Source: an optimization exercise on an open RTL-to-GDS flow (aim: small area, a short achievable clock period and few clock cycles per item). Production flows keep margins and buffers that such runs may drop. At most, simulation tests tie the RTL to the original design; equivalence was not proved.

== run A ==
==> flow/design.v (excerpt) <==
module barrett_reduce_pipe (
    input  logic        clk,
    input  logic        rst,
    input  logic        in_valid,
    input  logic [63:0] in_data,
    output logic        in_ready,
    output logic        out_valid,
    output logic [31:0] out_data,
    input  logic        out_ready,
    output logic        out_err
);
Settings: LEC_CHECK=0, CAP_MARGIN=20, CORE_MARGIN=2, CORE_UTILIZATION=55, CTS_BUF_LIST=sky130_fd_sc_hd__clkbuf_8 sky130_fd_sc_hd__clkbuf_16, PLACE_DENSITY=0.75, SETUP_SLACK_MARGIN=3.5, SLEW_MARGIN=20, SYNTH_HIERARCHICAL=1, SYNTH_MINIMUM_KEEP_SIZE=0; clock period 9.0 ns.
standard.sh (not shown) runs the stock make flow with config.mk's settings and CLKGATE_MAP_FILE= SYNTH_SCRIPT=/design/flow/synth_recipe.tcl, a recipe that flattens the netlist after the stock synthesis.
==> flow/flow/run.sh <==
#!/bin/bash
set -e
export BUFFER_PORTS_ARGS="-buffer_cell sky130_fd_sc_hd__buf_1"
bash standard.sh > standard.log 2>&1
Run A completed end to end with timing, DRC and antenna clean.
Testbench counts of run A, summed over its fixed seeds: cycles 8,016, items 8,000.
Input changes introduced in run B (baseline for comparison: run A):
==> flow/flow/run.sh <==
#!/bin/bash
set -e
export BUFFER_PORTS_ARGS="-buffer_cell sky130_fd_sc_hd__buf_2"
bash standard.sh > standard.log 2>&1
diff --git a/flow/config.mk b/flow/config.mk
--- a/flow/config.mk
+++ b/flow/config.mk
@@ -9,6 +9,4 @@
 export CORE_MARGIN = 2
-export CORE_UTILIZATION = 55
-export CTS_BUF_LIST = sky130_fd_sc_hd__clkbuf_8 sky130_fd_sc_hd__clkbuf_16
-export PLACE_DENSITY = 0.75
-export SETUP_SLACK_MARGIN = 3.5
+export CORE_UTILIZATION = 40
+export SETUP_SLACK_MARGIN = 3.6
 export SLEW_MARGIN = 20
Compared run B vs run A, and wire length is up in run B. [run B] multi-input combinational area share fell 1.9 points relative to run A. Worst slew margin relative to its limit (run B over run A): increase, 1.4 points. Cell area | run B vs run A | run B larger. Sort run A and run B by setup slack, descending, and run A comes first.
What run C does differently from run B at the input level:
==> flow/flow/run.sh <==
#!/bin/bash
set -e
export BUFFER_PORTS_ARGS="-buffer_cell sky130_fd_sc_hd__buf_1"
bash standard.sh > standard.log 2>&1
diff --git a/flow/config.mk b/flow/config.mk
--- a/flow/config.mk
+++ b/flow/config.mk
@@ -10,3 +10,3 @@
 export CORE_UTILIZATION = 40
-export SETUP_SLACK_MARGIN = 3.6
+export SETUP_SLACK_MARGIN = 3.0
 export SLEW_MARGIN = 20
Notes after the runs:
- ~same data required time at the worst endpoint in run B and run C
- Run B → run C: number of global-route vias before repair went down 4.6%, via count now smaller, share of final-layout standard cells stronger than drive strength 1 saw a decrease.
Relative to run C, the following input files were edited for run D:
diff --git a/flow/config.mk b/flow/config.mk
--- a/flow/config.mk
+++ b/flow/config.mk
@@ -9,4 +9,6 @@
 export CORE_MARGIN = 2
-export CORE_UTILIZATION = 40
-export SETUP_SLACK_MARGIN = 3.0
+export CORE_UTILIZATION = 55
+export CTS_BUF_LIST = sky130_fd_sc_hd__clkbuf_8 sky130_fd_sc_hd__clkbuf_16
+export PLACE_DENSITY = 0.75
+export SETUP_SLACK_MARGIN = 3.2
 export SLEW_MARGIN = 20
[summary]
Run C reached the final stage; the timing, design-rule and antenna checks on its layout passed. Run D reached the end of the flow, and the finished layout is clean on the timing, design-rule and antenna checks. Taking run C as the reference, in run D via count of the first global-routing pass went up. Run D vs. run C: final cycle utilization of the critical path went down by 1.4 points. For the non-clock buffering overhead in the final layout, run D came in 0.69 points higher than run C did.

---

Setup of amber:
barrett_reduce_pipe, a different RTL version from the one above (not shown whole).
Size in the first run: about 100 I/O pins, roughly 17000 um^2 of cells after synthesis.
clock: 9.0 ns
lec_check: 0
cap_margin: 20
core_margin: 2
core_utilization: 40
slew_margin: 20
synth_hierarchical: 1
synth_minimum_keep_size: 0
run.sh (not shown) runs the stock make flow with config.mk's settings and CLKGATE_MAP_FILE= SYNTH_SCRIPT=/design/flow/synth_recipe.tcl, a recipe that flattens the netlist after the stock synthesis.
Stock flow here: none of the scripts above is used.
Here is what was changed in the inputs of xenon compared with amber.
Settings: ABC_CLOCK_PERIOD_IN_PS: unset -> 4000.
- Reported for xenon and amber, number of endpoints failing setup at the final stage turned out identical to the last digit.
- On routed length on met2, xenon and amber are basically level.
- Fraction of area in registers: amber vs xenon identical
- From amber to xenon the numbers moved as follows: final area has remained practically unchanged, worst setup skew after layout did not really move.
- Re total routing resource utilization after global routing: no difference whatsoever between xenon and amber.
- As far as number of fill cells is concerned, amber and xenon perform about the same.
- Comparing xenon against amber, there is no change at all in final setup slack of the worst path.
- amber -> xenon: die area flat
Function was not checked in any run of this note: the RTL went through the layout flow alone.

---

build 64:
barrett_reduce_pipe with an RTL version that a note above also has.
Size in the first run: ~100 flip-flops, ~100 I/O pins.
Settings: LEC_CHECK=0, CAP_MARGIN=20, CORE_MARGIN=2, CORE_UTILIZATION=40, SETUP_SLACK_MARGIN=2.8, SLEW_MARGIN=20, SYNTH_HIERARCHICAL=1, SYNTH_MINIMUM_KEEP_SIZE=0; clock period 9.0 ns.
standard.sh (not shown) runs the stock make flow with config.mk's settings and CLKGATE_MAP_FILE= SYNTH_SCRIPT=/design/flow/synth_recipe.tcl, a recipe that flattens the netlist after the stock synthesis.
==> flow/flow/run.sh <==
#!/bin/bash
set -e
export BUFFER_PORTS_ARGS="-buffer_cell sky130_fd_sc_hd__buf_1"
bash standard.sh > standard.log 2>&1
Testbench counts of build 64, summed over its fixed seeds: cycles 8,016, items 8,000.
For build 31, these inputs were changed with respect to build 64:
Settings: setting CTS_BUF_LIST to sky130_fd_sc_hd__clkbuf_8 sky130_fd_sc_hd__clkbuf_16 for the first time; setting GPL_ROUTABILITY_DRIVEN to 0 for the first time; changing CORE_UTILIZATION from 40 to 55; changing SETUP_SLACK_MARGIN from 2.8 to 3.2; setting PLACE_DENSITY to 0.75 for the first time.
==> notes.md <==
Build 31: all stages complete, timing, DRC and antenna checks passed
Against build 64, build 31 comes in 0.34 ns higher on smallest setup slack after layout.
Between build 31 and build 64, achievable frequency is lower for build 64, build 31 comes in above that.
Buffers inserted during post-CTS setup optimization in build 31 is 5 higher than in build 64
Where area of the core region is concerned, build 64 is outperformed by build 31.
Looking at slack of the worst reg-to-reg path, build 31 sits 0.23 ns higher than build 64 does.
Global-route wire length before repair went down by a few percent going from build 64 to build 31.
On ratio of final minimum period to clock period: between build 31 and build 64, it ends up higher for build 64.
Diff build 31..build 64 | share of cell area taken by multi-input logic gates | negligible
The die area reported for build 31 is smaller than that of build 64 by about 27%.
In the tables for build 31 and build 64, total placed instance area reads lower with build 31.
Biggest fanout along the worst timing path: build 31 vs build 64 down 8
Input-level comparison between build 62 and build 31:
Settings: removing PLACE_DENSITY (formerly 0.75); changing CORE_UTILIZATION from 55 to 40; changing SETUP_SLACK_MARGIN from 3.2 to 3.0; removing CTS_BUF_LIST (formerly sky130_fd_sc_hd__clkbuf_8 sky130_fd_sc_hd__clkbuf_16); removing GPL_ROUTABILITY_DRIVEN (formerly 0).
==> flow/flow/run.sh <==
#!/bin/bash
set -e
export BUFFER_PORTS_ARGS="-buffer_cell sky130_fd_sc_hd__buf_2"
bash standard.sh > standard.log 2>&1
[summary]
- Tapcell count delta for build 62 relative to build 31: 123 higher
- For the final instance area, build 62 came in 0.83% higher than build 31 did.
- Re cell count of the worst reg-to-reg path: no difference whatsoever between build 31 and build 62.
- When build 62 is set beside build 31, its critical path depth turns out to be 1 smaller.
- Wire length on met2 (build 62 vs. build 31) increases by a few percent
- Delta (build 62 minus build 31): clock period minus worst slack grew by 0.22 ns, count of flip-flops with a built-in enable after synthesis held steady, wire length of the first global-routing pass grew by about 6%, proportion of layout cells with a drive suffix above 1 grew by 4.3 points.
Edits applied to the flow inputs when going from build 62 to build 70:
Settings: SLEW_MARGIN now 10, was 20; PLACE_DENSITY now 0.75, previously not set; CTS_BUF_LIST now sky130_fd_sc_hd__clkbuf_8 sky130_fd_sc_hd__clkbuf_16, previously not set; CAP_MARGIN now 10, was 20; GPL_ROUTABILITY_DRIVEN now 0, previously not set; CORE_UTILIZATION now 55, was 40; SETUP_SLACK_MARGIN now 3.2, was 3.0.
==> flow/flow/run.sh <==
#!/bin/bash
set -e
export BUFFER_PORTS_ARGS="-buffer_cell sky130_fd_sc_hd__buf_1"
bash standard.sh > standard.log 2>&1
Results
The lower global-route usage came out of build 62.
Area after detailed placement (build 70 vs. build 62) decreases slightly
Diff build 62 -> build 70: worst setup skew after layout comparable.
NOTE wire length build 62->build 70 decreased by a little under 10%
Higher count of cell instances traversed by the critical path was reported by build 70, not build 62.
Buffers plus inverters on the worst setup path | build 70 above build 62
## Diff of input files: build 88 against build 70
Settings: GPL_ROUTABILITY_DRIVEN no longer set, was 0; SETUP_SLACK_MARGIN now 3.35, was 3.2; CAP_MARGIN now 20, was 10; SLEW_MARGIN now 20, was 10.
Results
- Build 88 against build 70: final core area utilization went up by 1.0 points.
- Relative to build 70, the global routing usage summed across all routing layers of build 88 is higher by 1.2 points.
- Between build 88 and build 70, the placed cell count does not differ in any meaningful way.
- When build 88 is measured against build 70, its non-clock buffer contribution to total cell area turns out 1.0 points higher.
- The setup slack of build 88 is larger than that of build 70.
- | vias after detailed routing | build 88 vs build 70 | worse |
- Against build 70, first-pass GRT wire length in build 88 came out worse.

---

Another version of the RTL of barrett_reduce_pipe (not shown whole).
Size: roughly 1200 cells after synthesis, roughly 100 flip-flops, roughly 100 I/O pins.
Settings: LEC_CHECK=0, CAP_MARGIN=20, CORE_MARGIN=2, CORE_UTILIZATION=60, CTS_BUF_LIST=sky130_fd_sc_hd__clkbuf_8, SETUP_SLACK_MARGIN=3.0, SLEW_MARGIN=20, SYNTH_HIERARCHICAL=1, SYNTH_MINIMUM_KEEP_SIZE=0; clock period 9.0 ns.
==> flow/flow/run.sh <==
#!/bin/bash
set -e
export BUFFER_PORTS_ARGS="-buffer_cell sky130_fd_sc_hd__buf_2"
bash standard.sh > standard.log 2>&1
==> next run, changes <==
SETUP_SLACK_MARGIN = 3.4   (was 3.0)
After rerunning: The new run finished with timing, DRC and antenna clean; die area is unchanged; cell area went up by about 3.3%; non-clock buffer count went up by 29; flip-flop and latch count does not change; cell count went up by about 1.8%; via count went up by about 2.6%; global-route usage went up by 1.6 points.
No functional check of the RTL was part of any run of this note.

---

barrett_reduce_pipe with an RTL version that a note above also has.
For scale: roughly 1100 cells after synthesis, roughly 100 I/O pins, about 13000 µm² of cells after synthesis.
Settings: LEC_CHECK=0, CAP_MARGIN=20, CORE_MARGIN=2, CORE_UTILIZATION=65, CTS_BUF_LIST=sky130_fd_sc_hd__clkbuf_8 sky130_fd_sc_hd__clkbuf_16, PLACE_DENSITY=0.85, SETUP_SLACK_MARGIN=3.2, SLEW_MARGIN=20, SYNTH_HIERARCHICAL=1, SYNTH_MINIMUM_KEEP_SIZE=0; clock period 9.0 ns.
==> flow/flow/run.sh <==
#!/bin/bash
set -e
export BUFFER_PORTS_ARGS="-buffer_cell sky130_fd_sc_hd__buf_1"
bash standard.sh > standard.log 2>&1
Testbench counts at the start, summed over its fixed seeds: cycles 8,016, items 8,000.
Rerun with:
==> flow/flow/run.sh (replaced) <==
#!/bin/bash
set -e
export BUFFER_PORTS_ARGS="-buffer_cell sky130_fd_sc_hd__buf_2"
bash standard.sh > standard.log 2>&1
Settings changed: ABC_AREA set to 1, CORE_UTILIZATION 65 to 60, CTS_BUF_LIST sky130_fd_sc_hd__clkbuf_8 sky130_fd_sc_hd__clkbuf_16 to sky130_fd_sc_hd__clkbuf_4 sky130_fd_sc_hd__clkbuf_8, PLACE_DENSITY 0.85 to not set, SETUP_SLACK_MARGIN 3.2 to 3.0.
Critical path depth is higher by 1.
Final cell count climbs by 18%.
Fmax is about the same.
Core utilization went down by 6.8 points.
Wire length climbs by 8.6%.
Worst setup slack is worse by 15 ps.

---

Setup of the reference run:
Another version of the RTL of barrett_reduce_pipe (not shown whole).
For scale: ~100 flip-flops, ~13000 sq um of cells after synthesis.
Settings: LEC_CHECK=0, CAP_MARGIN=20, CORE_MARGIN=2, CORE_UTILIZATION=55, CTS_BUF_LIST=sky130_fd_sc_hd__clkbuf_8 sky130_fd_sc_hd__clkbuf_16, GPL_ROUTABILITY_DRIVEN=0, PLACE_DENSITY=0.75, SETUP_SLACK_MARGIN=3.6, SLEW_MARGIN=20, SYNTH_HIERARCHICAL=1, SYNTH_MINIMUM_KEEP_SIZE=0; clock period 9.0 ns.
==> flow/flow/run.sh <==
#!/bin/bash
set -e
export BUFFER_PORTS_ARGS="-buffer_cell sky130_fd_sc_hd__buf_1"
bash standard.sh > standard.log 2>&1
[inputs] the trial run vs the reference run
Settings: a change of SETUP_SLACK_MARGIN from 3.6 to 3.2.
Notes after the runs:
Worst setup slack: the trial run vs the reference run down 0.055 ns
Global-route usage in the trial run vs the reference run: up 0.35 points
Relative to the reference run, the critical path depth of the trial run is lower by 1.
No functional check of the RTL was part of any run of this note.

---

## the previous run
barrett_reduce_pipe, a different RTL version from the one above (not shown whole).
For scale: roughly 1,100 cells after synthesis, about 100 I/O pins, roughly 13,000 sq um of cells after synthesis.
==> flow/config.mk <==
export PLATFORM = sky130hd
export DESIGN_NAME = barrett_reduce_pipe
export DESIGN_NICKNAME = barrett_reduce_pipe
export VERILOG_FILES = /design/flow/design.v
export SDC_FILE = /design/flow/constraint.sdc
export NUM_CORES = 4
export LEC_CHECK = 0
export CAP_MARGIN = 20
export CORE_MARGIN = 2
export CORE_UTILIZATION = 40
export SETUP_SLACK_MARGIN = 2.5
export SLEW_MARGIN = 20
export SYNTH_HIERARCHICAL = 1
export SYNTH_MINIMUM_KEEP_SIZE = 0
==> flow/constraint.sdc <==
create_clock -name core_clock -period 9.0 [get_ports {clk}]
set_input_delay 1.8000 -clock core_clock [delete_from_list [all_inputs] [get_ports {clk}]]
set_output_delay 1.8000 -clock core_clock [all_outputs]
set_load 0.01 [all_outputs]
==> flow/flow/run.sh <==
#!/bin/bash
set -e
export BUFFER_PORTS_ARGS="-buffer_cell sky130_fd_sc_hd__buf_2"
bash standard.sh > standard.log 2>&1
The previous run completed end to end with timing, DRC and antenna clean.
The inputs of the current run differ from those of the previous run as listed below.
==> flow/run.sh (new file) <==
#!/bin/bash
# synth_recipe.tcl (not shown) runs the flow's synth.tcl, then flattens the netlist and writes it again
# the make line also repeats each setting of config.mk as NAME=value (left out here)
make -C /OpenROAD-flow-scripts/flow DESIGN_CONFIG=/design/flow/config.mk WORK_HOME=/design/flow/orfs CLKGATE_MAP_FILE= SYNTH_SCRIPT=/design/flow/synth_recipe.tcl finish
removed: flow/flow/run.sh
removed: flow/standard.sh
Results
The worst setup path startpoint comes out in_data[23] in one run and in_data[38] in the other, namely in the previous run and the current run respectively. Per the comparison of the current run with the previous run, wire length reported by the detailed router now larger, final area now larger. Diff the previous run -> the current run: post-route clock period utilization has increased, final worst setup slack has decreased. Re total placed instance area: the current run is about 3.6% up on the previous run. Cmp the current run vs the previous run: number of logic stages on the critical path including buffering higher in the current run. Slew at the pin closest to its max-slew limit: the current run < the previous run. Against the previous run, the current run comes in about 7.5% higher on non-clock buffer count.
Function was not checked in any run of this note: the RTL went through the layout flow alone.

[port drivers added, routing unchanged]
No port has a modelled driver above. Below, the same layouts with a new extraction and two added sets of constraints. Step 1 assumes that a clkbuf_16 drives the clock port and a buf_2 every other input. Step 2 times the ports against the registers' clock, not the clock port: input delays grow and output delays shrink by t, the midpoint of the rising clock arrivals with the driver on. a / b / c = ideal ports / drivers / drivers and shift; a / b = the first two.
| run | t (ns) | setup slack, ns | hold WS [ns] | slew at the worst register clock pin (ns) | pins driven straight from the clock port |
|---|---|---|---|---|---|
| run A | 0.398 | 3.360 / 3.356 / 2.957 | 0.424 / 0.424 / 0.424 | 0.09 / 0.09 | 1 |
| run B | 0.409 | 3.333 / 3.334 / 2.925 | 0.424 / 0.424 / 0.424 | 0.09 / 0.09 | 1 |
| run C | 0.395 | 3.145 / 3.163 / 2.768 | 0.430 / 0.430 / 0.430 | 0.09 / 0.09 | 1 |
| run D | 0.402 | 3.271 / 3.289 / 2.886 | 0.433 / 0.433 / 0.433 | 0.08 / 0.08 | 1 |
| amber | 0.468 | 1.768 / 1.768 / 1.768 | 0.440 / 0.440 / 0.440 | 0.07 / 0.07 | 1 |
| xenon | 0.468 | 1.768 / 1.768 / 1.768 | 0.440 / 0.440 / 0.440 | 0.07 / 0.07 | 1 |
| build 64 | 0.406 | 2.961 / 2.978 / 2.571 | 0.434 / 0.434 / 0.434 | 0.09 / 0.09 | 1 |
| build 31 | 0.402 | 3.301 / 3.324 / 2.922 | 0.424 / 0.424 / 0.424 | 0.09 / 0.09 | 1 |
| build 62 | 0.409 | 3.078 / 3.104 / 2.695 | 0.426 / 0.426 / 0.426 | 0.10 / 0.10 | 1 |
| build 70 | 0.402 | 3.301 / 3.324 / 2.922 | 0.424 / 0.424 / 0.424 | 0.09 / 0.09 | 1 |
| build 88 | 0.407 | 3.334 / 3.353 / 2.945 | 0.423 / 0.423 / 0.423 | 0.09 / 0.09 | 1 |
| the first run of note 4 | 0.435 | 3.120 / 3.138 / 2.703 | 0.437 / 0.437 / 0.437 | 0.12 / 0.12 | 1 |
| the second run of note 4 | 0.428 | 3.453 / 3.452 / 3.024 | 0.440 / 0.440 / 0.440 | 0.11 / 0.11 | 1 |
| the first run of note 5 | 0.394 | 3.245 / 3.249 / 2.856 | 0.440 / 0.440 / 0.440 | 0.08 / 0.08 | 1 |
| the second run of note 5 | 0.431 | 3.230 / 3.248 / 2.817 | 0.454 / 0.454 / 0.454 | 0.12 / 0.12 | 1 |
| the reference run | 0.398 | 3.238 / 3.256 / 2.858 | 0.433 / 0.433 / 0.433 | 0.08 / 0.08 | 1 |
| the trial run | 0.403 | 3.182 / 3.191 / 2.788 | 0.426 / 0.426 / 0.426 | 0.08 / 0.08 | 1 |
| the previous run | 0.412 | 2.810 / 2.811 / 2.420 | 0.431 / 0.431 / 0.431 | 0.10 / 0.10 | 1 |
| the current run | 0.407 | 2.684 / 2.709 / 2.302 | 0.441 / 0.441 / 0.441 | 0.09 / 0.09 | 1 |
After both steps every run listed still meets setup and hold. For the second run of note 4, which loses most, drivers alone change the setup slack by -0.001 ns; drivers and shift together by -0.429 ns.
